Background: an optimization exercise with open tools, aiming at small area, a short achievable clock period and few clock cycles. Do not read the settings as production practice. In this exercise RTL edits were held to simulation tests only and were not proved equivalent to the original.

Design mul_div_unit, start of the top module:
module mul_div_unit (
  input  logic        clk,
  input  logic        rst,
  input  logic        start,
  input  logic [2:0]  funct3,
  input  logic [31:0] operand_a,
  input  logic [31:0] operand_b,
  input  logic [4:0]  rd_in,
  input  logic        flush,
  output logic        busy,
  output logic        done,
  output logic [31:0] result,
  output logic [4:0]  rd_out
);
For scale: roughly 120 I/O pins, roughly 14000 µm² of cells after synthesis.
export LEC_CHECK = 0
export ABC_CLOCK_PERIOD_IN_PS = 3000
export CAP_MARGIN = 20
export CORE_MARGIN = 2
export CORE_UTILIZATION = 40
export SETUP_SLACK_MARGIN = 5
export SLEW_MARGIN = 20
create_clock -name core_clock -period 10.0 [get_ports {clk}]
run.sh (not shown) runs the stock make flow with config.mk's settings and CLKGATE_MAP_FILE= SYNTH_SCRIPT=/design/flow/synth_recipe.tcl, a recipe that flattens the netlist after the stock synthesis.
The baseline went through all stages and came out clean.
Testbench counts at the start, summed over its fixed seeds: cycles 79,914.
Change:
Settings changed: ABC_CLOCK_PERIOD_IN_PS 3000 to unset, SETUP_SLACK_MARGIN 5 to unset.
- The changed run completed with no timing, DRC or antenna violations
- global-route usage goes down by 3.4 points
- worst setup slack gets worse by 1.6 ns
- die area stays the same
- register-to-register slack gets worse by 1.6 ns
- cell area goes down by about 18%
- sequential cell count does not change
- final cell count goes down by 8.4%
- routed wire length goes down by about 11%
- sequential share of layout area goes up by 4.0 points
Change:
Settings changed: SETUP_SLACK_MARGIN set to 5.
=> The changed run passed the timing, design-rule and antenna checks. Via count is higher by roughly a tenth. Count of clock-buffer cells in the layout rose by 1. Wire length climbs by roughly a tenth. Design area grows by about a fifth. Worst setup slack improved by 1.6 ns. Hold slack gets worse by 0.030 ns.

========
mul_div_unit, a different RTL version from the one above (not shown whole).
Size in the first run: roughly 140 flip-flops, about 0.015 mm^2 of cells after synthesis.
Settings: LEC_CHECK=0, CAP_MARGIN=20, CORE_MARGIN=2, CORE_UTILIZATION=40, SETUP_SLACK_MARGIN=5, SLEW_MARGIN=20; clock period 10.0 ns.
standard.sh (not shown) runs the stock make flow with config.mk's settings and CLKGATE_MAP_FILE= SYNTH_SCRIPT=/design/flow/synth_recipe.tcl, a recipe that flattens the netlist after the stock synthesis.
==> flow/flow/run.sh <==
#!/bin/bash
# Layout flow: the standard flow (standard.sh, all steps unchanged),
# except that the buffer ORFS puts on every input and output port is the
# plain sky130 buffer (buf_1) instead of the delay-cell buffer it picks by
# default.  Every port still gets its own buffer.
set -euo pipefail
export BUFFER_PORTS_ARGS="-buffer_cell sky130_fd_sc_hd__buf_1"
bash standard.sh > standard.log 2>&1
Testbench counts at the start, summed over its fixed seeds: cycles 56,089.
==> next run, changes <==
Settings changed: CTS_BUF_LIST from default to sky130_fd_sc_hd__clkbuf_4 sky130_fd_sc_hd__clkbuf_8.
Outcome: The changed run passed the timing, design-rule and antenna checks. Register-to-register slack is worse by 0.03 ns. Maximum frequency is higher slightly. Hold slack gets better by 0.0050 ns.

========
Another version of the RTL of mul_div_unit (not shown whole).
Size: ~130 flip-flops, roughly 14000 um2 of cells after synthesis.
## mul_div_unit
module mul_div_unit (
  input  logic        clk,
  input  logic        rst,
  input  logic        start,
  input  logic [2:0]  funct3,
  input  logic [31:0] operand_a,
  input  logic [31:0] operand_b,
  input  logic [4:0]  rd_in,
  input  logic        flush,
  output logic        busy,
  output logic        done,
  output logic [31:0] result,
  output logic [4:0]  rd_out
);
  logic s_dn, s_ds, s_fx, s_ms, s_ma;     
  logic s_dn_n, s_ds_n, s_fx_n, s_ms_n, s_ma_n;
  logic done_q, done_n;
  logic fxn_q, fxn_n;         
  logic fx_act, fx_done;
  logic [2:0]  op_q;
  logic [4:0]  rd_q;
  logic [32:0] r_q, r_n;      
  logic [31:0] q_q, q_n;      
  logic [32:0] x_q, x_n;      
  logic [1:0]  m_q, m_n;      
  logic [4:0]  cnt_q, cnt_n;
  logic        sa_q, sa_n;    
  logic        ds_q, ds_n;    
  logic        qz_q, qz_n;    
  logic        bz_q, bz_n;    
  logic        d1_q, d1_n;    
  logic        c0_q, c0_n;    
  logic        z0_q, t0_q, n0_q, z1_q, t1_q, n1_q, ci_q;
  logic        z0_n, t0_n, n0_n, z1_n, t1_n, n1_n, ci_n;
  logic idle, accept;
  assign fx_act  = s_fx & fxn_q;
  assign fx_done = s_fx & ~fxn_q;
  assign busy    = s_dn | s_ds | fx_act | s_ms | s_ma;
  assign done    = done_q | fx_done;
  assign idle   = ~busy;
  assign accept = start & ~flush & idle;
  logic sgn_a_in, sgn_b_in;
  assign sgn_a_in = funct3[2] ? ~funct3[0] : ~(funct3[1] & funct3[0]);
  assign sgn_b_in = funct3[2] ? ~funct3[0] : ~funct3[1];
  logic [36:0] add_a, add_b, add_c, cs_s, cs_c, add_t;
  logic [35:0] cs_maj;
  always_comb begin
    add_a = {{4{r_q[32]}}, r_q};
  ...
==> flow/config.mk <==
export PLATFORM = sky130hd
export DESIGN_NAME = mul_div_unit
export DESIGN_NICKNAME = mul_div_unit
export VERILOG_FILES = /design/flow/design.v
export SDC_FILE = /design/flow/constraint.sdc
export NUM_CORES = 4
export LEC_CHECK = 0
export CAP_MARGIN = 20
export CORE_MARGIN = 2
export CORE_UTILIZATION = 40
export SETUP_SLACK_MARGIN = 5
export SLEW_MARGIN = 20
==> flow/constraint.sdc <==
create_clock -name core_clock -period 10.0 [get_ports {clk}]
set_input_delay 2.0000 -clock core_clock [delete_from_list [all_inputs] [get_ports {clk}]]
set_output_delay 2.0000 -clock core_clock [all_outputs]
set_load 0.01 [all_outputs]
Scripts as last shown in full above: flow/flow/run.sh
Testbench counts at the start, summed over its fixed seeds: cycles 56,089.
Rerun with:
==> flow/run.sh (new file) <==
#!/bin/bash
# synth_recipe.tcl (not shown) runs the flow's synth.tcl, then flattens the netlist and writes it again
# the make line also repeats each setting of config.mk as NAME=value (left out here)
make -C /OpenROAD-flow-scripts/flow DESIGN_CONFIG=/design/flow/config.mk WORK_HOME=/design/flow/orfs CLKGATE_MAP_FILE= SYNTH_SCRIPT=/design/flow/synth_recipe.tcl finish
removed: flow/flow/run.sh
removed: flow/standard.sh
Effect: The changed run finished clean. Global-route usage grows by 0.19 points. Wire length grows by 0.91%. Utilization grows by 2.1 points. Setup slack improves by 0.093 ns. Worst hold slack stays flat.

[static timing again, ports no longer ideal]
No port has a modelled driver above. Below, the same layouts with a new extraction and two added sets of constraints. Step 1 assumes that a clkbuf_16 drives the clock port and a buf_2 every other input. Step 2 moves the port delays by t, midway between the first and last clock arrival at a register: inputs arrive t later, outputs are due t later. That takes back most of the time a late clock gives input paths. a / b / c = ideal / step 1 / step 2; a / b = the first two.
run | shift t [ns] | slack for setup (ns) | worst slew at a driven data input, ns | pins driven straight from the clock port
the first run of note 1 | 0.508 | 4.531 / 4.531 / 4.531 | 0.04 | 1
the second run of note 1 | 0.511 | 2.934 / 2.934 / 2.934 | 0.04 | 1
the third run of note 1 | 0.508 | 4.531 / 4.531 / 4.531 | 0.04 | 1
the first run of note 2 | 0.504 | 5.090 / 5.037 / 4.973 | 0.05 | 1
the second run of note 2 | 0.538 | 5.139 / 5.089 / 4.973 | 0.04 | 1
the first run of note 3 | 0.487 | 4.667 / 4.663 / 4.175 | 0.05 | 1
the second run of note 3 | 0.490 | 4.760 / 4.781 / 4.291 | 0.07 | 1
After both steps every run listed still meets setup and hold. For the first run of note 3, which loses most, drivers alone change the setup slack by -0.004 ns; drivers and shift together by -0.492 ns.
